From an optimization exercise on the open Yosys and OpenROAD flow, aimed at small area, a short achievable clock period and few clock cycles per item; shortcuts taken in it are not production practice. Where RTL was checked, it was by simulation tests only, not by an equivalence proof against the original. No functional check of the RTL was part of runs 2 and 3. Power figures rest on the tool's default switching activity, not on a simulated workload.

## design/flow/config.mk

```make
export PLATFORM = sky130hd
export DESIGN_NAME = t2_header_top
export DESIGN_NICKNAME = t2_header_top
export VERILOG_FILES = /design/flow/design.v
export SDC_FILE = /design/flow/constraint.sdc
export NUM_CORES = 4
export LEC_CHECK = 0
export CAP_MARGIN = 20
export CORE_MARGIN = 2
export CORE_UTILIZATION = 40
export SLEW_MARGIN = 20
```

## design/flow/constraint.sdc

```tcl
create_clock -name core_clock -period 5.5 [get_ports {clk}]
set_input_delay 1.1000 -clock core_clock [delete_from_list [all_inputs] [get_ports {clk}]]
set_output_delay 1.1000 -clock core_clock [all_outputs]
set_load 0.01 [all_outputs]
```

## design/flow/design.v

```verilog
`default_nettype none
`default_nettype wire
`default_nettype none
package t2_pkg;
    typedef logic [6-1:0]              zb_t;
    typedef logic [9-1:0]            pass_t;
    typedef logic [32-1:0]           field_t;
    typedef logic [6-1:0]          bit_cnt_t;
    typedef logic [$clog2(8)-1:0]      cb_coord_t;
    typedef logic [16-1:0]         pkt_index_t;
    typedef enum logic [2:0] {
        HDR_IDLE,
        HDR_SOP,
        HDR_INDEX,
        HDR_TAG,
        HDR_PASS,
        HDR_LAST_WAIT
    } hdr_state_t;
endpackage
`default_nettype wire
`timescale 1ns/1ps
`default_nettype none
module t2_header_top (
    input  logic                clk,
    input  logic                rst_n,
    input  logic                zb_valid_i,
    input  t2_pkg::zb_t         zb_data_i,
    output logic                zb_ready_o,
    input  logic                pass_valid_i,
    input  t2_pkg::pass_t       pass_data_i,
    output logic                pass_ready_o,
    output logic                hdr_valid_o,
    output logic                hdr_last_o,
    output t2_pkg::field_t      hdr_data_o,
    output t2_pkg::bit_cnt_t    hdr_bit_cnt_o,
    output logic                hdr_insert_zero_o,
    input  logic                hdr_ready_i
);
    localparam logic [2:0] F_SOP  = 3'd0;
    localparam logic [2:0] F_IDX  = 3'd1;
    localparam logic [2:0] F_ROOT = 3'd2;
    localparam logic [2:0] F_M4   = 3'd3;
    localparam logic [2:0] F_M2   = 3'd4;
    localparam logic [2:0] F_LEAF = 3'd5;
    localparam logic [2:0] F_CODE = 3'd6;
    logic        in_v;
    logic [5:0]  in_d;
    logic        rdy_q;
    logic        acc;
    logic [6:0]  wcnt;       
    logic [6:0]  rcnt;       
    logic [6:0]  occ;
    logic [5:0]  rf   [64];
    logic [5:0]  m2   [16];
    logic [5:0]  m4   [4];
    logic [5:0]  root;
    assign zb_ready_o = rdy_q;
    assign acc        = zb_valid_i && rdy_q;
    assign occ        = wcnt - rcnt;
    always_ff @(posedge clk or negedge rst_n) begin
        if (!rst_n) begin
            in_v  <= 1'b0;
            rdy_q <= 1'b1;
            wcnt  <= '0;
        end else begin
            in_v <= acc;
            if (in_v) wcnt <= wcnt + 7'd1;
            case (occ)
                7'd62:   rdy_q <= !(in_v && acc);
                7'd63:   rdy_q <= !(in_v || acc);
                7'd64:   rdy_q <= 1'b0;
                default: rdy_q <= 1'b1;
            endcase
        end
    end
    always_ff @(posedge clk) begin
        if (acc) in_d <= zb_data_i;
    end
    logic [5:0] wp;
    logic [3:0] g_w;
    logic [1:0] q_w;
    logic [5:0] m2_old, m4_old;
    assign wp  = wcnt[5:0];
    assign g_w = {wp[5:4], wp[2:1]};
    assign q_w = {wp[5], wp[2]};
    assign m2_old = m2[g_w];
    assign m4_old = m4[q_w];
    always_ff @(posedge clk) begin
        if (in_v) begin
            rf[wp] <= in_d;
            if (wp == 6'd0 || in_d < root) root <= in_d;
            if ((wp[4:3] == 2'b00 && wp[1:0] == 2'b00) || in_d < m4_old) m4[q_w] <= in_d;
            if ((!wp[3] && !wp[0]) || in_d < m2_old) m2[g_w] <= in_d;
        end
    end
    logic        pb_v;
    logic [8:0]  pb_d;
    assign pass_ready_o = !pb_v;
    logic [2:0]  ft;          
    logic [15:0] pkt_idx;
    logic        is_sop;
    logic [15:0] dat_q;
    logic        ld_en, avail, ld;
    logic [5:0]  blk;
    logic        full;
    assign blk  = rcnt[5:0];
    assign full = (occ == 7'd64);
    always_comb begin
        case (ft)
            F_SOP:   avail = (occ != 7'd0);    
            F_ROOT:  avail = full;
            F_CODE:  avail = pb_v;
            default: avail = 1'b1;
        endcase
    end
    assign ld_en = !hdr_valid_o || hdr_ready_i;
    assign ld    = ld_en && avail;
    logic [8:0]  d3, d6, d37;
    logic [15:0] code_d;
    logic [5:0]  code_b;
    assign d3  = pb_d - 9'd3;
    assign d6  = pb_d - 9'd6;
    assign d37 = pb_d - 9'd37;
    always_comb begin
        if (pb_d == 9'd1) begin
            code_d = 16'd0;                   code_b = 6'd1;
        end else if (pb_d == 9'd2) begin
            code_d = 16'd2;                   code_b = 6'd2;
        end else if (pb_d <= 9'd5) begin
            code_d = {12'd0, 2'b11, d3[1:0]}; code_b = 6'd4;
        end else if (pb_d <= 9'd36) begin
            code_d = {7'd0, 4'hf, d6[4:0]};   code_b = 6'd9;
        end else begin
            code_d = {9'h1ff, d37[6:0]};      code_b = 6'd16;
        end
    end
    logic [5:0] tag;
    always_comb begin
        case (ft)
            F_ROOT:  tag = root;
            F_M4:    tag = m4[{blk[5], blk[2]}];
            F_M2:    tag = m2[{blk[5:4], blk[2:1]}];
            default: tag = rf[blk];
        endcase
    end
    logic [2:0] ft_blk;
    always_comb begin
        if (blk == 6'd0)                          ft_blk = F_SOP;
        else if (blk[4:3] == 2'b00 && blk[1:0] == 2'b00) ft_blk = F_M4;
        else if (!blk[3] && !blk[0])              ft_blk = F_M2;
        else                                      ft_blk = F_LEAF;
    end
    always_ff @(posedge clk or negedge rst_n) begin
        if (!rst_n) begin
            hdr_valid_o <= 1'b0;
            ft          <= F_SOP;
            rcnt        <= '0;
            pkt_idx     <= '0;
            pb_v        <= 1'b0;
        end else begin
            if (ld_en) hdr_valid_o <= avail;
            if (pass_valid_i && !pb_v) pb_v <= 1'b1;
            else if (ld && ft == F_CODE) pb_v <= 1'b0;
            if (ld) begin
                case (ft)
                    F_SOP:  ft <= F_IDX;
                    F_IDX: begin
                        ft      <= F_ROOT;
                        pkt_idx <= pkt_idx + 16'd1;
                    end
                    F_ROOT: ft <= F_M4;
                    F_M4:   ft <= F_M2;
                    F_M2:   ft <= F_LEAF;
                    F_LEAF: begin
                        ft   <= F_CODE;
                        rcnt <= rcnt + 7'd1;
                    end
                    default: ft <= ft_blk;
                endcase
            end
        end
    end
    always_ff @(posedge clk) begin
        if (pass_valid_i && !pb_v) pb_d <= pass_data_i;
        if (ld) begin
            is_sop <= (ft == F_SOP);
            case (ft)
                F_SOP: begin
                    dat_q             <= 16'h0004;
                    hdr_bit_cnt_o     <= 6'd32;
                    hdr_insert_zero_o <= 1'b0;
                    hdr_last_o        <= 1'b0;
                end
                F_IDX: begin
                    dat_q             <= pkt_idx;
                    hdr_bit_cnt_o     <= 6'd16;
                    hdr_insert_zero_o <= 1'b0;
                    hdr_last_o        <= 1'b0;
                end
                F_CODE: begin
                    dat_q             <= code_d;
                    hdr_bit_cnt_o     <= code_b;
                    hdr_insert_zero_o <= 1'b0;
                    hdr_last_o        <= (blk == 6'd0);
                end
                default: begin
                    dat_q             <= {10'd0, tag};
                    hdr_bit_cnt_o     <= tag + 6'd1;
                    hdr_insert_zero_o <= 1'b1;
                    hdr_last_o        <= 1'b0;
                end
            endcase
        end
    end
    assign hdr_data_o = {{8{is_sop}}, is_sop, 2'b00, is_sop, 3'b000, is_sop, dat_q};
endmodule
`default_nettype wire
```

## design/flow/run.sh

```bash
#!/bin/bash
# synth_recipe.tcl (not shown) runs the flow's synth.tcl, then flattens the netlist and writes it again
# the make line also repeats each setting of config.mk as NAME=value (left out here)
make -C /OpenROAD-flow-scripts/flow DESIGN_CONFIG=/design/flow/config.mk WORK_HOME=/design/flow/orfs CLKGATE_MAP_FILE= SYNTH_SCRIPT=/design/flow/synth_recipe.tcl finish
```

==> results of run 1 <==
==> kinds of logic (layout without fill, tap and decap cells) <==
logic type	Yosys count	count (layout)	synth area share (%)
other	1	5	0.0148
XOR/XNOR	42	42	1.45
buffers and inverters	126	233	2.84
AO/OA/AOI/OAI	144	144	3.69
flip-flops	587	587	68.6
adder cells (fa/ha/maj)	34	34	1.70
multiplexers	192	192	15.9
AND/OR/NAND/NOR	323	323	5.81
==> final cells by class <==
type / instances / area (µm²)
Clock buffer: 75 / 1610
Clock inverter: 36 / 428
Fill cell: 5384 / 34100
Inverter: 35 / 131
Multi-Input combinational cell: 740 / 7330
Sequential cell: 587 / 17500
Tap cell: 846 / 1060
Timing Repair Buffer: 87 / 813
==> cell usage in the layout, fill, tap and decap left out, types with 10 or more instances in the layout <==
cell	count
ha_1	33
dfrtp_1	31
nand3_1	29
inv_1	30
xnor2_1	28
mux4_2	159
clkinv_1	12
clkbuf_1	10
mux2i_1	21
o22ai_1	15
nand2_1	104
xor2_1	14
a31oi_1	11
nor2b_1	11
edfxtp_1	550
o21ai_0	28
nor3_1	21
clkinv_2	12
a21oi_1	32
nor2_1	96
clkdlybuf4s50_1	56
clkbuf_16	60
buf_4	27
==> layer usage <==
layer | up-vias | GRT usage, % | share of wire (%)
met1 | 7147 | 25.9 | 42
met4 | 2 | 5.43 | 2.4
met5 | - | 0 | 0.029
met3 | 79 | 4.61 | 7.5
li1 | 5898 | - | -
met2 | 495 | 29.9 | 48
==> power by group <==
part	total (mW)	internal, mW	switching, mW	leakage [nW]
combinational	5.35	2.32	3.03	2.96
clock	4.18	2.49	1.70	0.989
sequential	6.12	5.54	0.585	5.44
==> stage by stage <==
stage	worst slack (ns)	hold WS, ns	instance area [µm²]
2_1_floorplan	1.36	0.446	25400
3_3_place_gp	1.18	0.470	26700
3_5_place_dp	1.01	0.468	26700
4_1_cts	1.00	0.483	28800
5_1_grt	0.768	0.498	28800
6_report	1.04	0.488	28800
==> worst max-delay path, cell delays in order (launching register included) <==
cell and delay, ns:
dfrtp_2 1.02, buf_4 0.33, mux4_2 0.50, mux4_2 0.47, inv_1 0.08, ha_1 0.23, o21a_1 0.11, nor2_1 0.18
o31ai_4 0.17, or3_1 0.51, nor2_1 0.45
==> how the worst min path moves through the flow <==
stage | from | to | depth (start not counted)
after floorplan | pkt_idx[15]$_DFFE_PN0P_ | pkt_idx[15]$_DFFE_PN0P_ | 1
after global placement | pkt_idx[15]$_DFFE_PN0P_ | pkt_idx[15]$_DFFE_PN0P_ | 1
after detailed placement | pkt_idx[15]$_DFFE_PN0P_ | pkt_idx[15]$_DFFE_PN0P_ | 1
after CTS | pkt_idx[15]$_DFFE_PN0P_ | pkt_idx[15]$_DFFE_PN0P_ | 1
after global routing | pkt_idx[15]$_DFFE_PN0P_ | pkt_idx[15]$_DFFE_PN0P_ | 1
final | pkt_idx[15]$_DFFE_PN0P_ | pkt_idx[15]$_DFFE_PN0P_ | 1
==> registers in the layout, summed over array words and instances, names as in the netlist <==
signal,cells
pb_d,9
hdr_insert_zero_o,1
rcnt,7
rdy_q,1
hdr_last_o,1
is_sop,1
ft,3
rf,384
wcnt,7
in_v,1
hdr_valid_o,1
m4,24
in_d,6
pkt_idx,16
hdr_bit_cnt_o,6
m2,96
root,6
pb_v,1
dat_q,16
==> Flow_metrics.wiki, run 1 <==
{| class="wikitable"
! Metric !! Value
|-
| Critical Path Source || wcnt[1]$_DFFE_PN0P_
|-
| Share of the cycle needed by the critical path after routing || 81.1%
|-
| Fraction of final layout cells with drive strength greater than 1 || 20.2%
|-
| X dimension of the die || 256 µm
|-
| Max-slew violations || 0
|-
| RSZ-0062 raised after global routing || no
|-
| Skew-Pair Late Insertion Delay || 0.63 ns
|-
| Total I/O pin count || 63
|-
| Total routing resource utilization after global routing || 18.8%
|-
| Clock Tree Buf Depth || 3
|-
| Gate Count Post-Synth || 1449
|-
| Netlist area before placement || 0.0254 mm²
|-
| Count of flip-flops with a built-in enable after synthesis || 550
|-
| Non-filler instance count after layout || 2406
|-
| Buffers inserted during post-CTS setup optimization || 0
|-
| Core area || 0.0630 mm²
|-
| Aggregate global routing overflow || 0
|-
| Pre-antenna DRT Iters || 6
|-
| Number of rows in the core area || 92
|-
| Initial Utilization || 40.4%
|-
| Largest net degree at the start of global routing || 93
|-
| Final setup vio count || 0
|-
| Proportion of synthesized chip area in sequential cells || 68.6%
|-
| Kind of start point of the critical path || flip-flop
|-
| Worst IR Drop VDD || 0.000307 V
|-
| Share of the synthesized area in the top cell type || 65.0%
|-
| Final net count || 1564
|-
| Count of endpoints failing hold in the final timing report || 0
|-
| Initial DRC Count || 1284
|-
| Vias in the first global route || 13.8k
|-
| Final total negative setup slack || 0 ns
|-
| Depth of the CTS H-tree || 2
|-
| Critical path capture point type || flip-flop
|-
| CP endpoint || m2[13][1]$_DFFE_PP_
|-
| Most instantiated flip-flop cell in the synthesis netlist || edfxtp_1
|-
| Area added between synthesis and finish || 13.4%
|-
| Outcome || complete, no violations
|-
| Master cell of the clock root buffer || clkbuf_16
|-
| Post-detailed-route DRC marker count || 0
|-
| Total Power Consumption || 15.6 mW
|-
| Mean cell area of the mapped netlist || 17.5 µm²
|-
| Vertical die dimension || 256 µm
|-
| Arrival time of the worst setup path || 4.69 ns
|-
| Class of the tightest hold or removal check || flip-flop to flip-flop
|-
| Total via count after detailed routing || 13.6k
|-
| Final standard cell utilization of the core || 45.8%
|-
| Critical register-to-register path startpoint || wcnt[1]$_DFFE_PN0P_
|-
| Diode count || 0
|-
| Max-cap viol count || 0
|-
| Count of placed standard cells including taps || 2294
|-
| CTS tree || built
|-
| # port buffers || 57
|-
| Clock transition at the register clock pins on the worst setup and hold paths after CTS || 0.06 ns
|-
| Commonest cells post-synth || edfxtp_1, mux4_2, nand2_1
|-
| Netlist cell types || 72
|-
| Ranking of synthesized cells by area || edfxtp_1, mux4_2, dfrtp_1
|-
| Power density over the cells || 543 mW/mm²
|-
| Most area-hungry cell type in the Yosys netlist || edfxtp_1
|-
| Least-Margin Pin Slew || 1.05 ns
|-
| Die area || 0.0656 mm²
|-
| Type of the setup path with the least slack || flip-flop to flip-flop
|-
| Clock period minus worst slack || 4.46 ns
|-
| Post_cts resized || 0
|-
| Number of synthesized register bits || 587
|-
| Endpoint of the worst-slack reg-to-reg timing path || m2[13][1]$_DFFE_PP_
|-
| Final antenna-violating net count || 0
|-
| Global-route wire length before repair || 91900 µm
|-
| Half-perimeter wire length after placement || 39700 µm
|-
| Max Clk Rate || 0.224 GHz
|-
| Most frequent cell after synthesis || edfxtp_1
|-
| Slack of the worst reg-to-reg path || 1.04 ns
|-
| Vias per std cell || 5.66
|-
| Max FO, Critical Path || 34
|-
| Antenna violations before repair || 1
|-
| Num CTS Buffers || 59
|-
| Leakage Power || 9.39 nW
|-
| Reg2Reg Depth || 10
|-
| Fraction of registers with async set or reset after synthesis || 6.30%
|-
| Hold-fix buffers at CTS || 0
|-
| Detail-routed net length per standard cell || 25.6 µm
|-
| Worst-case clock skew || 0.0450 ns
|-
| Required @ worst endpoint || 5.73 ns
|-
| TritonCTS Sinks || 587
|-
| Slew HR || 29.6%
|-
| Yosys warning count || 1
|-
| RD Place Congestion || 0.869
|-
| Sum of routed wire length over all layers || 61700 µm
|}
Testbench counts, summed over its fixed seeds: cycles 10,176, packets 64.
==> inputs of run 2 (changes only) <==
--- a/design/flow/design.v
+++ b/design/flow/design.v
@@ -50,8 +50,7 @@
     logic [6:0]  wcnt;       
     logic [6:0]  rcnt;       
     logic [6:0]  occ;
-    logic [5:0]  rf   [64];
-    logic [5:0]  m2   [16];
+    logic [5:0]  rf   [16][4];
     logic [5:0]  m4   [4];
     logic [5:0]  root;
     assign zb_ready_o = rdy_q;
@@ -77,20 +76,16 @@
         if (acc) in_d <= zb_data_i;
     end
     logic [5:0] wp;
-    logic [3:0] g_w;
     logic [1:0] q_w;
-    logic [5:0] m2_old, m4_old;
+    logic [5:0] m4_old;
     assign wp  = wcnt[5:0];
-    assign g_w = {wp[5:4], wp[2:1]};
     assign q_w = {wp[5], wp[2]};
-    assign m2_old = m2[g_w];
     assign m4_old = m4[q_w];
     always_ff @(posedge clk) begin
         if (in_v) begin
-            rf[wp] <= in_d;
+            rf[{wp[5:4], wp[2:1]}][{wp[3], wp[0]}] <= in_d;
             if (wp == 6'd0 || in_d < root) root <= in_d;
             if ((wp[4:3] == 2'b00 && wp[1:0] == 2'b00) || in_d < m4_old) m4[q_w] <= in_d;
-            if ((!wp[3] && !wp[0]) || in_d < m2_old) m2[g_w] <= in_d;
         end
     end
     logic        pb_v;
@@ -134,13 +129,24 @@
             code_d = {9'h1ff, d37[6:0]};      code_b = 6'd16;
         end
     end
+    function automatic logic [5:0] min2(input logic [5:0] a, input logic [5:0] b);
+        min2 = (a < b) ? a : b;
+    endfunction
+    logic [5:0] grp [4];
+    logic [5:0] m2_nx;
+    always_comb begin
+        for (int w = 0; w < 4; w++) grp[w] = rf[{blk[5:4], blk[2:1]}][w];
+    end
+    always_ff @(posedge clk) begin
+        m2_nx <= min2(min2(grp[0], grp[1]), min2(grp[2], grp[3]));
+    end
     logic [5:0] tag;
     always_comb begin
         case (ft)
             F_ROOT:  tag = root;
             F_M4:    tag = m4[{blk[5], blk[2]}];
-            F_M2:    tag = m2[{blk[5:4], blk[2:1]}];
-            default: tag = rf[blk];
+            F_M2:    tag = m2_nx;
+            default: tag = grp[{blk[3], blk[0]}];
         endcase
     end
     logic [2:0] ft_blk;
--- a/design/flow/config.mk
+++ b/design/flow/config.mk
@@ -8,4 +8,5 @@
 export CAP_MARGIN = 20
 export CORE_MARGIN = 2
 export CORE_UTILIZATION = 40
+export SETUP_SLACK_MARGIN = 2.5
 export SLEW_MARGIN = 20
==> run 2 against run 1 <==
Effect of this change:
- still clean
- register-to-register slack got worse by 0.06 ns
- synthesized cell count decreased by 5.1%
- design area decreased by 8.8%
- clock power decreased by 14%
- worst hold slack got worse by 0.0076 ns
- fmax decreased by 1.4%
- global-route usage increased by 0.96 points
- die area decreased by 14%
- total power decreased by 1.6%
==> Flow_metrics.wiki, run 2 <==
{| class="wikitable"
! Metric !! Value
|-
| Pre-antenna DRT Iters || 7 (+1)
|-
| Sum of routed wire length over all layers || 55500 µm (-10%)
|-
| Arrival time of the worst setup path || 4.99 ns (+0.30 ns)
|-
| Compound-gate portion of the synthesized area || 5.82% (+2.1 points)
|-
| Global-route wire length before repair || 83000 µm (-9.7%)
|-
| # port buffers || 57 (unchanged)
|-
| Outcome || complete, no violations
|-
| Max FO, Critical Path || 7 (-79%)
|-
| Netlist cell types || 73 (+1.4%)
|-
| X dimension of the die || 238 µm (-7.1%)
|-
| Critical path capture point type || flip-flop
|-
| Number of rows in the core area || 85 (-7.6%)
|-
| Clock period minus worst slack || 4.52 ns (+0.0623 ns)
|-
| Worst-case clock skew || 0.0210 ns (-0.0240 ns)
|-
| Clock transition at the register clock pins on the worst setup and hold paths after CTS || 0.06 ns (about the same)
|-
| Fraction of registers with async set or reset after synthesis || 7.44% (+1.1 points)
|-
| Combinational family with the most area after synthesis || multiplexers
|-
| Most frequent cell after synthesis || edfxtp_1
|-
| Proportion of synthesized chip area in sequential cells || 67.1% (-1.6 points)
|-
| Gate Count Post-Synth || 1375 (-5.1%)
|-
| RD Place Congestion || 0.948 (+9.1%)
|-
| Most area-hungry cell type in the Yosys netlist || edfxtp_1
|-
| Number of filler instances in the final layout || 4493 (-17%)
|-
| Class of the tightest hold or removal check || flip-flop to flip-flop
|-
| Aggregate global routing overflow || 0 (unchanged)
|-
| Commonest cells post-synth || edfxtp_1, nor2_1, nand2_1
|-
| Most instantiated flip-flop cell in the synthesis netlist || edfxtp_1
|-
| Depth of the CTS H-tree || 2 (unchanged)
|-
| Post-detailed-route DRC marker count || 0 (unchanged)
|-
| Fraction of final layout cells with drive strength greater than 1 || 26.2% (+6.0 points)
|-
| Fraction of the mapped netlist area in simple logic gates || 6.52% (+0.71 points)
|-
| Share of the cycle needed by the critical path after routing || 82.2% (+1.1 points)
|-
| Vias in the first global route || 12.8k (-7.7%)
|-
| Share of the synthesized area in the top cell type || 62.3% (-2.7 points)
|-
| Num CTS Buffers || 50 (-15%)
|-
| Total Power Consumption || 15.4 mW (-1.6%)
|-
| Initial Utilization || 40.6% (+0.22 points)
|-
| Power density over the cells || 586 mW/mm² (+7.9%)
|-
| Final net count || 1602 (+2.4%)
|-
| Worst IR Drop VDD || 0.000374 V (+22%)
|-
| Yosys warning count || 2 (+1)
|-
| Ranking of synthesized cells by area || edfxtp_1, mux4_2, dfrtp_1
|-
| Synthesized-area fraction occupied by xor and xnor cells || 1.68% (+0.23 points)
|-
| Master cell of the clock root buffer || clkbuf_16
|-
| Adder-cell area share of the yosys netlist || 2.54% (+0.84 points)
|-
| TritonCTS Sinks || 497 (-15%)
|-
| Non-filler instance count after layout || 2275 (-5.4%)
|-
| Final standard cell utilization of the core || 48.8% (+3.0 points)
|-
| Max-slew violations || 0 (unchanged)
|-
| CTS tree || built
|-
| Total I/O pin count || 63 (unchanged)
|-
| Count of placed standard cells including taps || 2098 (-8.5%)
|-
| Critical register-to-register path startpoint || rcnt[2]$_DFFE_PN0P_
|-
| Vertical die dimension || 238 µm (-7.1%)
|-
| Mean cell area of the mapped netlist || 15.9 µm² (-9.3%)
|-
| Initial DRC Count || 1137 (-11%)
|-
| Critical Path Source || rcnt[2]$_DFFE_PN0P_
|-
| Total via count after detailed routing || 12.9k (-5.3%)
|-
| Max Clk Rate || 0.221 GHz (-1.4%)
|-
| Summed area of non-filler cells in the final layout || 0.0263 mm² (-8.8%)
|-
| Type of the setup path with the least slack || flip-flop to flip-flop
|-
| Kind of start point of the critical path || flip-flop
|-
| Total cell area at the placement stage || 0.0233 mm² (-13%)
|-
| Number of flip-flops under the largest register name || 384 (unchanged)
|-
| WHS || 0.480 ns (-0.00756 ns)
|-
| RSZ-0062 raised after global routing || yes
|-
| Netlist area before placement || 0.0219 mm² (-14%)
|-
| Final antenna-violating net count || 0 (unchanged)
|-
| Number of synthesized register bits || 497 (-15%)
|-
| Max-cap viol count || 0 (unchanged)
|-
| Hold-fix buffers at CTS || 0 (unchanged)
|-
| Vias per std cell || 5.67 (+0.13%)
|-
| Slack of the critical path || 0.978 ns (-0.0623 ns)
|-
| Detail-routed net length per standard cell || 24.4 µm (-4.8%)
|-
| Area used by multi-input combinational logic || 0.00700 mm² (-4.5%)
|-
| Diode count || 0 (unchanged)
|-
| Worst Min Path Start || pkt_idx[15]$_DFFE_PN0P_
|-
| Portion of netlist area occupied by mux cells || 13.1% (-2.8 points)
|-
| Slew HR || 28.5% (-1.0 points)
|-
| Least-Margin Pin Slew || 1.07 ns (+0.0198 ns)
|-
| Skew-Pair Late Insertion Delay || 0.60 ns (-0.03 ns)
|-
| Count of endpoints failing hold in the final timing report || 0 (unchanged)
|-
| Leakage Power || 9.06 nW (-3.4%)
|-
| Most common cell after layout, fill and taps aside || edfxtp_1
|-
| Required @ worst endpoint || 5.97 ns (+0.24 ns)
|-
| Clock Tree Buf Depth || 3 (unchanged)
|-
| Count of flip-flops with a built-in enable after synthesis || 454 (-17%)
|-
| Area added between synthesis and finish || 20.1%
|-
| Total routing resource utilization after global routing || 19.8% (+0.96 points)
|-
| Final total negative setup slack || 0 ns (unchanged)
|-
| Half-perimeter wire length after placement || 35600 µm (-10%)
|-
| Reg area || 0.0147 mm² (-16%)
|-
| Die area || 0.0566 mm² (-14%)
|-
| Setup slack after placement || 0.385 ns (-0.629 ns)
|-
| Commonest non-fill, non-tap cells in the layout || edfxtp_1, nor2_1, buf_4
|-
| Core area || 0.0539 mm² (-14%)
|-
| Antenna violations before repair || 0 (-1)
|-
| Largest net degree at the start of global routing || 72 (-23%)
|-
| Final setup vio count || 0 (unchanged)
|}
[run 2: cells by family (layout without fill, tap and decap cells)]
group / count (synthesis) / after routing
xor+xnor: 42 / 42
buf+inv: 122 / 321
mux: 165 / 165
compound gates: 193 / 193
flops: 497 / 497
fa+ha+maj: 44 / 44
other cells: 1 / 5
simple gates: 311 / 312
[run 2: layer usage]
metal	vias up	wire [µm]	GRT usage (%)	part of all wire, %
met3	87	3350	2.95	6.0
met4	0	1370	5.83	2.5
met1	6678	24100	27.8	43
met2	475	26700	32.1	48
li1	5656	-	-	-
met5	-	0	0	0
[run 2: path summary, 6_finish.rpt]
path | endpoint | slack (ns) | depth (start not counted)
min in group asynchronous | pkt_idx[6]$_DFFE_PN0P_ | 0.63 | 1
worst max register to register | m2_nx[5]$_DFF_P_ | 0.98 | 20
max in group asynchronous | rcnt[1]$_DFFE_PN0P_ | 4.23 | 1
worst max-delay path | m2_nx[5]$_DFF_P_ | 0.98 | 20
worst min-delay path | pkt_idx[15]$_DFFE_PN0P_ | 0.48 | 1
worst min register to register | pkt_idx[15]$_DFFE_PN0P_ | 0.48 | 1
[run 2: cell type report]
type,count,share of cell area [%]
flip-flops and latches,497,55.9
multi-input cells,761,26.6
repair buffers,183,6.80
clock buffers,57,4.90
well taps,696,3.31
clock inverters,35,1.75
inverters,46,0.676
[run 2: report_power, final]
group	switching, mW	leakage (nW)	total, mW	internal [mW]
combinational	3.51	3.59	6.78	3.27
clock	1.47	0.840	3.59	2.12
sequential	0.354	4.63	5.02	4.67
[run 2: critical path, stage by stage, from the launching register on]
cell      delay [ns]
dfrtp_4         0.51
buf_8           0.16
buf_4           0.13
buf_4           0.16
mux4_2          0.52
a22oi_1         0.24
nand2_2         0.13
ha_1            0.21
a21o_1          0.17
a21o_1          0.18
a21oi_4         0.17
nand2b_4        0.11
mux2i_2         0.21
inv_1           0.10
ha_4            0.22
a21o_1          0.15
a21o_1          0.16
a21oi_2         0.16
nand2_1         0.10
a31oi_4         0.25
mux2_4          0.32
[run 2: what timing repair did]
| action | 4_1_cts | 5_1_grt |
|---|---|---|
| hold endpoints to repair | 0 | 0 |
| gates cloned | 2 | 0 |
| pin swaps | 24 | 13 |
| resized for setup | 86 | 38 |
| endpoints found under the setup margin | 71 | 74 |
| setup buffers | 66 | 16 |
==> inputs of run 3 (changes only) <==
--- a/design/flow/config.mk
+++ b/design/flow/config.mk
@@ -8,5 +8,5 @@
 export CAP_MARGIN = 20
 export CORE_MARGIN = 2
 export CORE_UTILIZATION = 40
-export SETUP_SLACK_MARGIN = 2.5
+export SETUP_SLACK_MARGIN = 3.5
 export SLEW_MARGIN = 20
==> run 3 against run 2 <==
Effect of this change:
- clock skew rose by 0.0042 ns
- sequential share of layout area fell by 3.5 points
- utilization rose by 3.3 points
- critical endpoint unchanged
- setup slack improved by 0.013 ns
- flip-flop and latch count did not move
- fmax rose by 0.28%
- final cell count rose by 4.1%
- design area rose by 6.7%
- total power rose by 5.0%
- still clean on timing, DRC and antenna
==> Flow_metrics.wiki, run 3 <==
{| class="wikitable"
! Metric !! Value
|-
| Outcome || complete, no violations
|-
| Max FO, Critical Path || 14 (+7)
|-
| Hold Path Sink || pkt_idx[13]$_DFFE_PN0P_
|-
| Sum of routed wire length over all layers || 61600 µm (+11%)
|-
| Vertical die dimension || 238 µm (unchanged)
|-
| Initial Utilization || 40.6% (unchanged)
|-
| Most frequent cell after synthesis || edfxtp_1
|-
| Vias per std cell || 5.65 (-0.28%)
|-
| RD Place Congestion || 0.914 (-3.6%)
|-
| Final setup vio count || 0 (unchanged)
|-
| Highest-delay cell along the critical path || dfrtp_4
|-
| Share of the cycle needed by the critical path after routing || 82.0% (-0.23 points)
|-
| Hold Path Depth || 1 (unchanged)
|-
| Arrival time of the worst setup path || 5.02 ns (+0.03 ns)
|-
| Die area || 0.0566 mm² (unchanged)
|-
| Slack of the worst reg-to-reg path || 0.99 ns (about the same)
|-
| Worst-case clock skew || 0.0252 ns (+0.00420 ns)
|-
| Largest net degree at the start of global routing || 72 (unchanged)
|-
| Number of flip-flops under the largest register name || 384 (unchanged)
|-
| Clock Tree Buf Depth || 3 (unchanged)
|-
| Number of rows in the core area || 85 (unchanged)
|-
| Core area || 0.0539 mm² (unchanged)
|-
| Max-slew violations || 0 (unchanged)
|-
| Reg area || 0.0147 mm² (about the same)
|-
| Reg2Reg Depth || 19 (-5.0%)
|-
| Share of total power in sequential cells || 30.9% (-1.7 points)
|-
| Endpoint of the worst-slack reg-to-reg timing path || m2_nx[5]$_DFF_P_
|-
| Total Power Consumption || 16.2 mW (+5.0%)
|-
| WHS || 0.484 ns (+0.00340 ns)
|-
| Kind of start point of the critical path || flip-flop
|-
| Yosys warning count || 2 (unchanged)
|-
| CTS tree || built
|-
| Fraction of registers with async set or reset after synthesis || 7.44% (unchanged)
|-
| Power density over the cells || 577 mW/mm² (-1.6%)
|-
| Most instantiated flip-flop cell in the synthesis netlist || edfxtp_1
|-
| Vias in the first global route || 13.3k (+4.6%)
|-
| RSZ-0062 raised after global routing || yes
|-
| Count of endpoints failing hold in the final timing report || 0 (unchanged)
|-
| Half-perimeter wire length after placement || 35600 µm (-0.21%)
|-
| Most area-hungry cell type in the Yosys netlist || edfxtp_1
|-
| Final total negative setup slack || 0 ns (unchanged)
|-
| Num CTS Buffers || 51 (+2.0%)
|-
| Detail-routed net length per standard cell || 26.0 µm (+6.6%)
|-
| Switching Fraction || 36.0% (+1.3 points)
|-
| Critical register-to-register path startpoint || rcnt[2]$_DFFE_PN0P_
|-
| Diode count || 0 (unchanged)
|-
| Area used by multi-input combinational logic || 0.00788 mm² (+12%)
|-
| Fraction of final layout cells with drive strength greater than 1 || 40.7% (+15 points)
|-
| Total routing resource utilization after global routing || 20.6% (+0.83 points)
|-
| Master cell of the clock root buffer || clkbuf_16
|-
| Skew-Pair Late Insertion Delay || 0.62 ns (+0.02 ns)
|-
| Max Clk Rate || 0.222 GHz (+0.28%)
|-
| Most common cell after layout, fill and taps aside || edfxtp_1
|-
| Area added between synthesis and finish || 28.1%
|-
| # port buffers || 57 (unchanged)
|-
| Clock period minus worst slack || 4.51 ns (-0.0126 ns)
|-
| Number of synthesized register bits || 497 (unchanged)
|-
| Netlist cell types || 73 (unchanged)
|-
| Netlist area before placement || 0.0219 mm² (unchanged)
|-
| Hold-fix buffers at CTS || 0 (unchanged)
|-
| Max-cap viol count || 0 (unchanged)
|-
| Depth of the CTS H-tree || 2 (unchanged)
|-
| Required @ worst endpoint || 6.01 ns (+0.04 ns)
|-
| Leakage Power || 9.80 nW (+8.2%)
|-
| Final antenna-violating net count || 0 (unchanged)
|-
| Worst Min Path Start || pkt_idx[13]$_DFFE_PN0P_
|-
| Antenna violations before repair || 1 (+1)
|-
| Biggest cell delay along the critical path || 0.56 ns (+0.04 ns)
|-
| Total I/O pin count || 63 (unchanged)
|-
| Gate Count Post-Synth || 1375 (unchanged)
|-
| Total via count after detailed routing || 13.4k (+3.8%)
|-
| Final net count || 1692 (+5.6%)
|-
| Ordered cell list for the critical path || buf_12, buf_12, mux2i_1, a221oi_1, o21bai_2, and2_1, inv_1, ha_1, a21boi_1, o21ai_2, buf_4, a21oi_1, a31oi_2, ha_1, and4_2, nand2_1, nand2_1, a31oi_4, mux2_4
|-
| Ranking of synthesized cells by area || edfxtp_1, mux4_2, dfrtp_1
|-
| Mean cell area of the mapped netlist || 15.9 µm² (unchanged)
|-
| Commonest cells post-synth || edfxtp_1, nor2_1, nand2_1
|-
| TritonCTS Sinks || 497 (unchanged)
|-
| Aggregate global routing overflow || 0 (unchanged)
|-
| Proportion of power drawn by combinational gates || 47.3% (+3.3 points)
|-
| Share of the synthesized area in the top cell type || 62.3% (unchanged)
|-
| Proportion of synthesized chip area in sequential cells || 67.1% (unchanged)
|-
| Slew HR || 38.7% (+10 points)
|-
| Commonest non-fill, non-tap cells in the layout || edfxtp_1, buf_4, mux4_2
|-
| Type of the setup path with the least slack || flip-flop to flip-flop
|-
| Pre-antenna DRT Iters || 5 (-2)
|-
| Net switching power || 5.82 mW (+9.0%)
|-
| Cell-internal power || 10.4 mW (+2.9%)
|-
| Clock transition at the register clock pins on the worst setup and hold paths after CTS || 0.06 ns (about the same)
|-
| X dimension of the die || 238 µm (unchanged)
|-
| Initial DRC Count || 1260 (+11%)
|-
| Least-Margin Pin Slew || 0.920 ns (-0.148 ns)
|-
| Global-route wire length before repair || 85800 µm (+3.3%)
|-
| Final standard cell utilization of the core || 52.0% (+3.3 points)
|-
| Clock group share of total power || 21.8% (-1.5 points)
|-
| Worst IR Drop VDD || 0.000382 V (+2.0%)
|-
| Post-detailed-route DRC marker count || 0 (unchanged)
|-
| Count of flip-flops with a built-in enable after synthesis || 454 (unchanged)
|-
| Critical path capture point type || flip-flop
|-
| Number of filler instances in the final layout || 4313 (-4.0%)
|-
| Class of the tightest hold or removal check || flip-flop to flip-flop
|-
| Critical Path Source || rcnt[2]$_DFFE_PN0P_
|}
## run 3: logic make-up (layout without fill, tap and decap cells)
group | after synthesis | count (layout) | share of synthesized area, %
other cells | 1 | 5 | 0.0171
compound gates | 193 | 193 | 5.82
simple gates | 311 | 313 | 6.52
flops | 497 | 497 | 67.1
buf+inv | 122 | 413 | 3.24
xor+xnor | 42 | 42 | 1.68
mux | 165 | 165 | 13.1
fa+ha+maj | 44 | 44 | 2.54
## run 3: stage by stage
stage	setup slack, ns	cell area (µm²)	std cells
floorplan	1.30	22200	1379
global placement	0.521	23400	2096
detailed placement	0.578	23400	2096
CTS	1.07	27100	2307
global route	0.820	28000	2368
finish	0.991	28000	2368
## run 3: power by group through the flow
stage	registers [mW]	logic [mW]	clock network, mW
global route	5.03	8.10	3.74
finish	5.00	7.64	3.53
floorplan	4.98	4.04	0
detailed placement	5.12	5.33	0
global placement	5.12	5.28	0
CTS	5.00	6.61	3.59
## run 3: final cells by class
class,count,share of cell area (%)
flip-flops and latches,497,52.5
clock buffers,58,4.64
clock inverters,38,1.41
inverters,46,0.642
multi-input cells,762,28.1
repair buffers,271,9.64
well taps,696,3.11
## run 3: worst max-delay path by stage
stage	endpoint	slack, ns	cells past startpoint
after floorplan	m2_nx[5]$_DFF_P_	1.30	22
after global placement	m2_nx[5]$_DFF_P_	0.52	18
after detailed placement	m2_nx[5]$_DFF_P_	0.58	18
after CTS	m2_nx[5]$_DFF_P_	1.07	17
after global routing	m2_nx[5]$_DFF_P_	0.82	20
final	m2_nx[5]$_DFF_P_	0.99	19
## run 3: metal layers
layer  track usage, %  wire (µm)  vias up
met5                0          0        -
met1             27.5      25100     6899
met3             3.76       4400      124
li1                 -          -     5863
met2             34.1      29600      500
met4             7.19       2450        0
## run 3: critical path: cells and delay by family, from the launching register on
kind,cells,cell delay (ns)
compound gates,7,1.60
simple gates,4,0.65
fa+ha+maj,2,0.58
flops,1,0.56
buf+inv,4,0.51
mux,2,0.47
## run 3: what timing repair did
item                       4_1_cts  5_1_grt
gates resized for setup        425      103
cloned                           8        7
setup endpoints to repair      536      427
pin swaps                       51       41
setup buffers                  107       54
==> inputs of run 4 (changes only) <==
--- a/design/flow/design.v
+++ b/design/flow/design.v
@@ -47,29 +47,32 @@
     logic [5:0]  in_d;
     logic        rdy_q;
     logic        acc;
+    logic [6:0]  acnt;       
     logic [6:0]  wcnt;       
     logic [6:0]  rcnt;       
-    logic [6:0]  occ;
+    logic [6:0]  rcnt_f;     
     logic [5:0]  rf   [16][4];
     logic [5:0]  m4   [4];
     logic [5:0]  root;
     assign zb_ready_o = rdy_q;
     assign acc        = zb_valid_i && rdy_q;
-    assign occ        = wcnt - rcnt;
+    assign rcnt_f     = {~rcnt[6], rcnt[5:0]};
+    logic [6:0] acnt_p1;
+    logic       lim0, lim1;
+    assign acnt_p1 = acnt + 7'd1;
+    assign lim0    = (acnt == rcnt_f);
+    assign lim1    = (acnt_p1 == rcnt_f);
     always_ff @(posedge clk or negedge rst_n) begin
         if (!rst_n) begin
             in_v  <= 1'b0;
             rdy_q <= 1'b1;
+            acnt  <= '0;
             wcnt  <= '0;
         end else begin
             in_v <= acc;
+            if (acc)  acnt <= acnt_p1;
             if (in_v) wcnt <= wcnt + 7'd1;
-            case (occ)
-                7'd62:   rdy_q <= !(in_v && acc);
-                7'd63:   rdy_q <= !(in_v || acc);
-                7'd64:   rdy_q <= 1'b0;
-                default: rdy_q <= 1'b1;
-            endcase
+            rdy_q <= acc ? !lim1 : !lim0;
         end
     end
     always_ff @(posedge clk) begin
@@ -91,18 +94,47 @@
     logic        pb_v;
     logic [8:0]  pb_d;
     assign pass_ready_o = !pb_v;
+    logic [4:0]  vc;
+    logic [5:0]  grp_q [4];
+    logic [5:0]  leaf_b;
+    logic [5:0]  m2_nx;
+    always_ff @(posedge clk) begin
+        for (int w = 0; w < 4; w++) grp_q[w] <= rf[{vc[4:3], vc[1:0]}][w];
+    end
+    logic ab, ac, ad, bc, bd, cd;
+    logic sa, sb, sc;
+    logic [5:0] min4;
+    assign ab = grp_q[0] <= grp_q[1];
+    assign ac = grp_q[0] <= grp_q[2];
+    assign ad = grp_q[0] <= grp_q[3];
+    assign bc = grp_q[1] <= grp_q[2];
+    assign bd = grp_q[1] <= grp_q[3];
+    assign cd = grp_q[2] <= grp_q[3];
+    assign sa = ab && ac && ad;
+    assign sb = !ab && bc && bd;
+    assign sc = !ac && !bc && cd;
+    always_comb begin
+        if (sa)      min4 = grp_q[0];
+        else if (sb) min4 = grp_q[1];
+        else if (sc) min4 = grp_q[2];
+        else         min4 = grp_q[3];
+    end
+    always_ff @(posedge clk) begin
+        m2_nx <= min4;
+    end
     logic [2:0]  ft;          
     logic [15:0] pkt_idx;
     logic        is_sop;
     logic [15:0] dat_q;
     logic        ld_en, avail, ld;
     logic [5:0]  blk;
-    logic        full;
-    assign blk  = rcnt[5:0];
-    assign full = (occ == 7'd64);
+    logic        full, begun;
+    assign blk   = rcnt[5:0];
+    assign full  = (wcnt == rcnt_f);
+    assign begun = (wcnt != rcnt);
     always_comb begin
         case (ft)
-            F_SOP:   avail = (occ != 7'd0);    
+            F_SOP:   avail = begun;    
             F_ROOT:  avail = full;
             F_CODE:  avail = pb_v;
             default: avail = 1'b1;
@@ -129,38 +161,28 @@
             code_d = {9'h1ff, d37[6:0]};      code_b = 6'd16;
         end
     end
-    function automatic logic [5:0] min2(input logic [5:0] a, input logic [5:0] b);
-        min2 = (a < b) ? a : b;
-    endfunction
-    logic [5:0] grp [4];
-    logic [5:0] m2_nx;
-    always_comb begin
-        for (int w = 0; w < 4; w++) grp[w] = rf[{blk[5:4], blk[2:1]}][w];
-    end
-    always_ff @(posedge clk) begin
-        m2_nx <= min2(min2(grp[0], grp[1]), min2(grp[2], grp[3]));
-    end
     logic [5:0] tag;
     always_comb begin
         case (ft)
             F_ROOT:  tag = root;
             F_M4:    tag = m4[{blk[5], blk[2]}];
             F_M2:    tag = m2_nx;
-            default: tag = grp[{blk[3], blk[0]}];
+            default: tag = blk[0] ? leaf_b : grp_q[{blk[3], 1'b0}];
         endcase
     end
     logic [2:0] ft_blk;
     always_comb begin
-        if (blk == 6'd0)                          ft_blk = F_SOP;
+        if (blk == 6'd0)                                  ft_blk = F_SOP;
         else if (blk[4:3] == 2'b00 && blk[1:0] == 2'b00) ft_blk = F_M4;
-        else if (!blk[3] && !blk[0])              ft_blk = F_M2;
-        else                                      ft_blk = F_LEAF;
+        else if (!blk[3] && !blk[0])                      ft_blk = F_M2;
+        else                                              ft_blk = F_LEAF;
     end
     always_ff @(posedge clk or negedge rst_n) begin
         if (!rst_n) begin
             hdr_valid_o <= 1'b0;
             ft          <= F_SOP;
             rcnt        <= '0;
+            vc          <= '0;
             pkt_idx     <= '0;
             pb_v        <= 1'b0;
         end else begin
@@ -180,6 +202,7 @@
                     F_LEAF: begin
                         ft   <= F_CODE;
                         rcnt <= rcnt + 7'd1;
+                        if (!blk[0]) vc <= vc + 5'd1;
                     end
                     default: ft <= ft_blk;
                 endcase
@@ -188,6 +211,7 @@
     end
     always_ff @(posedge clk) begin
         if (pass_valid_i && !pb_v) pb_d <= pass_data_i;
+        if (ld && ft == F_LEAF && !blk[0]) leaf_b <= grp_q[{blk[3], 1'b1}];
         if (ld) begin
             is_sop <= (ft == F_SOP);
             case (ft)
==> run 4 against run 3 <==
Effect of this change:
- global-route usage fell by 1.5 points
- clock power rose by 2%
- flip-flop and latch count rose by 42
- worst hold slack got worse by 0.0089 ns
- wire length fell by 8.7%
- critical path type unchanged
- fmax rose by 70%
- largest power group unchanged
- setup slack improved by 1.9 ns
- total power fell by 3.4%
- highest routed layer unchanged
- clock skew fell by 0.0098 ns
==> Flow_metrics.wiki, run 4 <==
{| class="wikitable"
! Metric !! Value
|-
| Critical path capture point type || flip-flop
|-
| Leakage Power || 9.93 nW (+1.3%)
|-
| Count of endpoints failing hold in the final timing report || 0 (unchanged)
|-
| Most instantiated flip-flop cell in the synthesis netlist || edfxtp_1
|-
| Final net count || 1610 (-4.8%)
|-
| Skew-Pair Late Insertion Delay || 0.61 ns (about the same)
|-
| Type of the setup path with the least slack || flip-flop to flip-flop
|-
| Number of flip-flops under the largest register name || 384 (unchanged)
|-
| Antenna violations before repair || 0 (-1)
|-
| Most frequent cell after synthesis || edfxtp_1
|-
| Largest net degree at the start of global routing || 72 (unchanged)
|-
| TritonCTS Sinks || 539 (+8.5%)
|-
| RD Place Congestion || 0.820 (-10%)
|-
| Most area-hungry cell type in the Yosys netlist || edfxtp_1
|-
| Worst-case clock skew || 0.0154 ns (-0.00981 ns)
|-
| # port buffers || 57 (unchanged)
|-
| Total I/O pin count || 63 (unchanged)
|-
| Worst IR Drop VDD || 0.000303 V (-21%)
|-
| Vertical die dimension || 244 µm (+2.5%)
|-
| Netlist area before placement || 0.0230 mm² (+5.3%)
|-
| Commonest non-fill, non-tap cells in the layout || edfxtp_1, mux4_2, buf_4
|-
| Power density over the cells || 541 mW/mm² (-6.1%)
|-
| Outcome || complete, no violations
|-
| Clock Tree Buf Depth || 3 (unchanged)
|-
| Number of synthesized register bits || 539 (+8.5%)
|-
| Fraction of registers with async set or reset after synthesis || 9.09% (+1.6 points)
|-
| Clock period minus worst slack || 2.65 ns (-1.86 ns)
|-
| Slack of the critical path || 2.85 ns (+1.86 ns)
|-
| Master cell of the clock root buffer || clkbuf_16
|-
| Global-route wire length before repair || 85100 µm (-0.76%)
|-
| Total cell area at the placement stage || 0.0244 mm² (+4.1%)
|-
| Number of rows in the core area || 87 (+2.4%)
|-
| Commonest cells post-synth || edfxtp_1, mux4_2, nor2_1
|-
| Half-perimeter wire length after placement || 31100 µm (-13%)
|-
| Pre-antenna DRT Iters || 5 (unchanged)
|-
| Yosys warning count || 2 (unchanged)
|-
| Die area || 0.0595 mm² (+5.2%)
|-
| Max-slew violations || 0 (unchanged)
|-
| Depth of the CTS H-tree || 2 (unchanged)
|-
| Count of flip-flops with a built-in enable after synthesis || 460 (+1.3%)
|-
| Vias in the first global route || 13.3k (-0.13%)
|-
| Final standard cell utilization of the core || 50.9% (-1.1 points)
|-
| RSZ-0062 raised after global routing || yes
|-
| Vias per std cell || 5.47 (-3.2%)
|-
| Gate Count Post-Synth || 1348 (-2.0%)
|-
| Least-Margin Pin Slew || 0.882 ns (-0.0387 ns)
|-
| Sum of routed wire length over all layers || 56300 µm (-8.7%)
|-
| Initial Utilization || 40.6% (about the same)
|-
| Diode count || 0 (unchanged)
|-
| Kind of start point of the critical path || flip-flop
|-
| Num CTS Buffers || 56 (+9.8%)
|-
| Required @ worst endpoint || 5.82 ns (-0.19 ns)
|-
| Mean cell area of the mapped netlist || 17.1 µm² (+7.4%)
|-
| Share of the cycle needed by the critical path after routing || 48.2% (-34 points)
|-
| Proportion of synthesized chip area in sequential cells || 67.9% (+0.82 points)
|-
| Final total negative setup slack || 0 ns (unchanged)
|-
| Summed area of non-filler cells in the final layout || 0.0289 mm² (+2.9%)
|-
| Aggregate global routing overflow || 0 (unchanged)
|-
| Fraction of final layout cells with drive strength greater than 1 || 41.9% (+1.2 points)
|-
| X dimension of the die || 244 µm (+2.5%)
|-
| Area added between synthesis and finish || 25.3%
|-
| Netlist cell types || 73 (unchanged)
|-
| Final antenna-violating net count || 0 (unchanged)
|-
| Max Clk Rate || 0.377 GHz (+70%)
|-
| Total via count after detailed routing || 12.8k (-4.7%)
|-
| Share of the synthesized area in the top cell type || 60.0% (-2.3 points)
|-
| WHS || 0.475 ns (-0.00888 ns)
|-
| Slew HR || 41.2% (+2.6 points)
|-
| CTS tree || built
|-
| Class of the tightest hold or removal check || flip-flop to flip-flop
|-
| Max-cap viol count || 0 (unchanged)
|-
| Clock transition at the register clock pins on the worst setup and hold paths after CTS || 0.06 ns (about the same)
|-
| Most common cell after layout, fill and taps aside || edfxtp_1
|-
| Core area || 0.0567 mm² (+5.2%)
|-
| Max FO, Critical Path || 6 (-8)
|-
| Initial DRC Count || 1073 (-15%)
|-
| Total routing resource utilization after global routing || 19.1% (-1.5 points)
|-
| Setup slack after placement || 2.33 ns (+1.76 ns)
|-
| Final setup vio count || 0 (unchanged)
|-
| Arrival time of the worst setup path || 2.97 ns (-2.05 ns)
|-
| Detail-routed net length per standard cell || 24.1 µm (-7.3%)
|-
| Ranking of synthesized cells by area || edfxtp_1, mux4_2, dfrtp_1
|-
| Post-detailed-route DRC marker count || 0 (unchanged)
|}
run 4: cell count changes after synthesis, sizes merged, moves of 16 or more:
cell	change
o21ai	-23
nand2	-29
mux4	+41
mux2	-16
dfxtp	+24
nor2	-19
clkbuf	+18
ha	+18
mux2i	-38
run 4: kinds of logic after synthesis:
logic type | after synthesis | share of synthesized area, %
xor+xnor | 63 | 2.40
simple gates | 259 | 5.48
mux | 152 | 13.8
flops | 539 | 67.9
fa+ha+maj | 60 | 3.26
buf+inv | 129 | 2.64
other cells | 1 | 0.0163
compound gates | 145 | 4.50
run 4: path summary, 6_finish.rpt:
kind,start,endpoint,slack [ns],cells past startpoint
max,wcnt[2]$_DFFE_PN0P_,m4[1][2]$_DFFE_PP_,2.85,9
min,pkt_idx[15]$_DFFE_PN0P_,pkt_idx[15]$_DFFE_PN0P_,0.47,1
max reg2reg,wcnt[2]$_DFFE_PN0P_,m4[1][2]$_DFFE_PP_,2.85,9
min reg2reg,pkt_idx[15]$_DFFE_PN0P_,pkt_idx[15]$_DFFE_PN0P_,0.47,1
max in group asynchronous,rst_n,vc[3]$_DFFE_PN0P_,4.36,2
min in group asynchronous,rst_n,acnt[5]$_DFFE_PN0P_,0.61,2
run 4: layer usage:
layer | up-vias | track usage, % | share of wire [%]
li1 | 5650 | - | -
met5 | - | 0 | 0
met2 | 320 | 32.4 | 51
met1 | 6698 | 25.2 | 42
met4 | 0 | 6.38 | 3.2
met3 | 90 | 2.82 | 4.2
run 4: repair_timing:
| item | CTS | global route |
|---|---|---|
| hold buffers | 0 | 0 |
| endpoints found under the hold margin | 0 | 0 |
| endpoints found under the setup margin | 569 | 503 |
| cloned | 12 | 3 |
| pin swaps | 35 | 23 |
| setup buffers | 89 | 31 |
| gates resized for setup | 433 | 90 |
run 4: critical path, stage by stage (launching register included):
cell and delay (ns):
dfrtp_2 0.46, mux4_2 0.53, inv_2 0.08, ha_4 0.22, a21oi_4 0.14, o21ai_4 0.08, a2111oi_4 0.36, a21oi_4 0.12
nor3b_4 0.23, buf_6 0.15
run 4: layout make-up:
cell class / instances / area, µm²
well taps: 756 / 946
repair buffers: 200 / 2200
flip-flops and latches: 539 / 15700
clock buffers: 68 / 1450
clock inverters: 36 / 302
fillers: 4484 / 27900
inverters: 47 / 184
multi-input cells: 686 / 8050
run 4: where the power goes:
group	leakage, nW	internal, mW	total [mW]	switching, mW
Sequential	5.03	5.08	5.66	0.581
Clock	0.854	2.06	3.61	1.55
Combinational	4.04	3.19	6.35	3.16
run 4: stage by stage:
stage | total power, mW | std cells
2_1_floorplan | 8.92 | 1352
3_3_place_gp | 10.1 | 2093
3_5_place_dp | 10.2 | 2093
4_1_cts | 15.2 | 2298
5_1_grt | 16.4 | 2332
6_report | 15.6 | 2332
Testbench counts of run 4, summed over its fixed seeds: cycles 10,176, packets 64.
==> inputs of run 5 (changes only) <==
--- a/design/flow/config.mk
+++ b/design/flow/config.mk
@@ -8,5 +8,5 @@
 export CAP_MARGIN = 20
 export CORE_MARGIN = 2
 export CORE_UTILIZATION = 40
-export SETUP_SLACK_MARGIN = 3.5
+export SETUP_SLACK_MARGIN = 3.0
 export SLEW_MARGIN = 20
==> run 5 against run 4 <==
Effect of this change:
- register-to-register slack improved by 0.04 ns
- worst hold slack better by 0.016 ns
- clock-buffer cell count rose by 6
- via count fell by 4.6%
- die area unchanged
- area after synthesis is the same
==> Flow_metrics.wiki, run 5 <==
{| class="wikitable"
! Metric !! Value
|-
| Outcome || complete, no violations
|-
| Critical register-to-register path startpoint || wcnt[2]$_DFFE_PN0P_
|-
| Required @ worst endpoint || 5.83 ns (about the same)
|-
| CP endpoint || m4[0][4]$_DFFE_PP_
|-
| Aggregate global routing overflow || 0 (unchanged)
|-
| Type of the setup path with the least slack || flip-flop to flip-flop
|-
| Most instantiated flip-flop cell in the synthesis netlist || edfxtp_1
|-
| Class of the tightest hold or removal check || flip-flop to flip-flop
|-
| Max FO, Critical Path || 6 (unchanged)
|-
| Final total negative setup slack || 0 ns (unchanged)
|-
| TritonCTS Sinks || 539 (unchanged)
|-
| Number of rows in the core area || 87 (unchanged)
|-
| Final setup vio count || 0 (unchanged)
|-
| Largest net degree at the start of global routing || 100 (+39%)
|-
| Area added between synthesis and finish || 17.2%
|-
| Commonest cells post-synth || edfxtp_1, mux4_2, nor2_1
|-
| Netlist area before placement || 0.0230 mm² (unchanged)
|-
| Max Clk Rate || 0.383 GHz (+1.5%)
|-
| Max-slew violations || 0 (unchanged)
|-
| Power density over the cells || 536 mW/mm² (-0.94%)
|-
| Half-perimeter wire length after placement || 30900 µm (-0.60%)
|-
| Kind of start point of the critical path || flip-flop
|-
| CTS tree || built
|-
| Reg2Reg Depth || 9 (unchanged)
|-
| Worst-case clock skew || 0.0169 ns (+0.00145 ns)
|-
| Core area || 0.0567 mm² (unchanged)
|-
| Num CTS Buffers || 57 (+1.8%)
|-
| Diode count || 0 (unchanged)
|-
| Worst IR Drop VDD || 0.000250 V (-18%)
|-
| Max-cap viol count || 0 (unchanged)
|-
| Reg area || 0.0157 mm² (-0.40%)
|-
| Proportion of synthesized chip area in sequential cells || 67.9% (unchanged)
|-
| Die area || 0.0595 mm² (unchanged)
|-
| Ranking of synthesized cells by area || edfxtp_1, mux4_2, dfrtp_1
|-
| Count of placed standard cells including taps || 2097 (+0.19%)
|-
| Global-route wire length before repair || 78100 µm (-8.3%)
|-
| Critical Path Source || wcnt[2]$_DFFE_PN0P_
|-
| Vias per std cell || 5.43 (-0.72%)
|-
| Count of endpoints failing hold in the final timing report || 0 (unchanged)
|-
| Gate Count Post-Synth || 1348 (unchanged)
|-
| Most frequent cell after synthesis || edfxtp_1
|-
| Share of the synthesized area in the top cell type || 60.0% (unchanged)
|-
| Most area-hungry cell type in the Yosys netlist || edfxtp_1
|-
| Post-detailed-route DRC marker count || 0 (unchanged)
|-
| Depth of the CTS H-tree || 2 (unchanged)
|-
| Fraction of registers with async set or reset after synthesis || 9.09% (unchanged)
|-
| Number of flip-flops under the largest register name || 384 (unchanged)
|-
| Vertical die dimension || 244 µm (unchanged)
|-
| Clock period minus worst slack || 2.61 ns (-0.0398 ns)
|-
| Total routing resource utilization after global routing || 17.4% (-1.6 points)
|-
| Area used by multi-input combinational logic || 0.00713 mm² (-11%)
|-
| Leakage Power || 9.27 nW (-6.7%)
|-
| Hold-fix buffers at CTS || 0 (unchanged)
|-
| Commonest non-fill, non-tap cells in the layout || edfxtp_1, mux4_2, clkbuf_16
|-
| Clock transition at the register clock pins on the worst setup and hold paths after CTS || 0.06 ns (about the same)
|-
| Master cell of the clock root buffer || clkbuf_16
|-
| Least-Margin Pin Slew || 0.852 ns (-0.0297 ns)
|-
| Number of synthesized register bits || 539 (unchanged)
|-
| Initial DRC Count || 843 (-21%)
|-
| Clock Tree Buf Depth || 3 (unchanged)
|-
| Fraction of final layout cells with drive strength greater than 1 || 27.2% (-15 points)
|-
| Yosys warning count || 2 (unchanged)
|-
| Mean cell area of the mapped netlist || 17.1 µm² (unchanged)
|-
| Sum of routed wire length over all layers || 52300 µm (-7.0%)
|-
| X dimension of the die || 244 µm (unchanged)
|-
| Final antenna-violating net count || 0 (unchanged)
|-
| Non-filler instance count after layout || 2242 (-3.9%)
|-
| RD Place Congestion || 0.831 (+1.3%)
|-
| Initial Utilization || 40.6% (unchanged)
|-
| Count of flip-flops with a built-in enable after synthesis || 460 (unchanged)
|-
| Arrival time of the worst setup path || 2.94 ns (-0.03 ns)
|-
| Number of filler instances in the final layout || 4730 (+5.5%)
|-
| Endpoint of the worst-slack reg-to-reg timing path || m4[0][4]$_DFFE_PP_
|-
| Total I/O pin count || 63 (unchanged)
|-
| Final net count || 1517 (-5.8%)
|-
| Share of the cycle needed by the critical path after routing || 47.5% (-0.72 points)
|-
| RSZ-0062 raised after global routing || yes
|-
| Critical path capture point type || flip-flop
|-
| Detail-routed net length per standard cell || 23.3 µm (-3.3%)
|-
| Netlist cell types || 73 (unchanged)
|-
| Slew HR || 43.0% (+1.8 points)
|-
| Pre-antenna DRT Iters || 5 (unchanged)
|-
| Antenna violations before repair || 0 (unchanged)
|-
| Most common cell after layout, fill and taps aside || edfxtp_1
|-
| Total via count after detailed routing || 12.2k (-4.6%)
|-
| Vias in the first global route || 12.5k (-6.5%)
|-
| Skew-Pair Late Insertion Delay || 0.62 ns (about the same)
|-
| Slack of the worst reg-to-reg path || 2.89 ns (+0.04 ns)
|-
| # port buffers || 57 (unchanged)
|}
==> run 5: cell count changes in the layout (fill, tap and decap cells not counted), sizes merged, moves of 3 or more <==
cell / before / now
buf: 176 / 59
bufbuf: 3 / 0
bufinv: 4 / 8
clkbuf: 71 / 79
clkinv: 27 / 20
dlygate4sd2: 1 / 25
==> run 5: power breakdown <==
part	switching [mW]	internal [mW]	leakage, nW	total [mW]
sequential	0.581	5.04	5.04	5.62
clock	1.62	2.37	0.948	3.99
combinational	2.53	2.34	3.28	4.88
total	4.73	9.75	9.27	14.5
==> run 5: layout make-up <==
type                       count  share of cell area (%)
clock buffer                  74                    5.74
sequential                   539                    58.0
tap                          756                    3.50
inverter                      47                   0.653
multi-input combinational    685                    26.4
timing repair buffer         107                    4.16
clock inverter                34                    1.48
==> run 5: kinds of logic after synthesis <==
kind of cell	synth area share [%]
mux	13.8
fa+ha+maj	3.26
flops	67.9
buf+inv	2.64
compound gates	4.50
other cells	0.0163
xor+xnor	2.40
simple gates	5.48
==> run 5: worst min-delay path by stage <==
| stage | startpoint | end | slack, ns | depth (start not counted) |
|---|---|---|---|---|
| 2_1_floorplan | pkt_idx[15]$_DFFE_PN0P_ | pkt_idx[15]$_DFFE_PN0P_ | 0.45 | 1 |
| 3_3_place_gp | pkt_idx[15]$_DFFE_PN0P_ | pkt_idx[15]$_DFFE_PN0P_ | 0.46 | 1 |
| 3_5_place_dp | pkt_idx[15]$_DFFE_PN0P_ | pkt_idx[15]$_DFFE_PN0P_ | 0.46 | 1 |
| 4_1_cts | acnt[6]$_DFFE_PN0P_ | acnt[6]$_DFFE_PN0P_ | 0.49 | 1 |
| 5_1_grt | acnt[6]$_DFFE_PN0P_ | acnt[6]$_DFFE_PN0P_ | 0.51 | 1 |
| 6_report | pkt_idx[12]$_DFFE_PN0P_ | pkt_idx[12]$_DFFE_PN0P_ | 0.49 | 1 |
==> run 5: layer usage <==
metal / share of wire [%] / global-route usage [%]
met5: 0 / 0
met1: 43 / 23.6
met3: 4.2 / 2.50
met4: 2.1 / 5.13
met2: 50 / 29.5
==> run 5: timing repair <==
item / 4_1_cts / 5_1_grt
resized for setup: 136 / 76
cloned: 2 / 4
endpoints found under the setup margin: 385 / 381
setup buffers: 13 / 18
pin swaps: 5 / 13
==> run 5: stage by stage <==
stage	utilization, %	hold slack [ns]	cell area (µm²)	power, mW	worst slack, ns
floorplan	-	0.446	23100	8.81	2.56
CTS	46.8	0.492	26500	14.3	2.82
global placement	42.8	0.463	24300	10.0	2.05
detailed placement	42.8	0.465	24300	10.1	1.93
global route	47.6	0.510	27000	15.2	2.82
finish	47.6	0.491	27000	14.5	2.89
==> run 5: critical path, stage by stage, from the launching register on <==
cell and delay (ns):
dfrtp_4 0.52, buf_4 0.15, buf_4 0.14, mux4_2 0.42, inv_1 0.07, ha_1 0.22
o22ai_1 0.28, a21oi_4 0.17, nor3_4 0.21, buf_6 0.15

==> what the ideal ports hide <==
In the flow no input, the clock included, has a driving cell. The finished layouts below were timed again as built, in two steps.
Step 1 sets driving cells, clkbuf_16 on the clock port and buf_2 on the other inputs (assumed; they add their load-dependent delay and slew).
Step 2 moves the port delays by t, midway between the first and last clock arrival at a register: inputs arrive t later, outputs are due t later. That takes back most of the time a late clock gives input paths.
Slacks: ideal ports / drivers / drivers and shift; pairs: ideal ports / drivers.
run | shift t [ns] | setup WS [ns] | worst register clock-pin slew, ns
run 1 | 0.674 | 1.041 / 1.041 / 1.041 | 0.07 / 0.07
run 2 | 0.654 | 0.978 / 0.978 / 0.978 | 0.07 / 0.07
run 3 | 0.663 | 0.991 / 0.991 / 0.991 | 0.07 / 0.07
run 4 | 0.660 | 2.850 / 2.850 / 2.850 | 0.06 / 0.06
run 5 | 0.671 | 2.890 / 2.890 / 2.474 | 0.07 / 0.07
After both steps setup and hold are still met in every run listed. For run 5, which loses most, drivers alone change the setup slack by 0.000 ns; drivers and shift together by -0.416 ns.
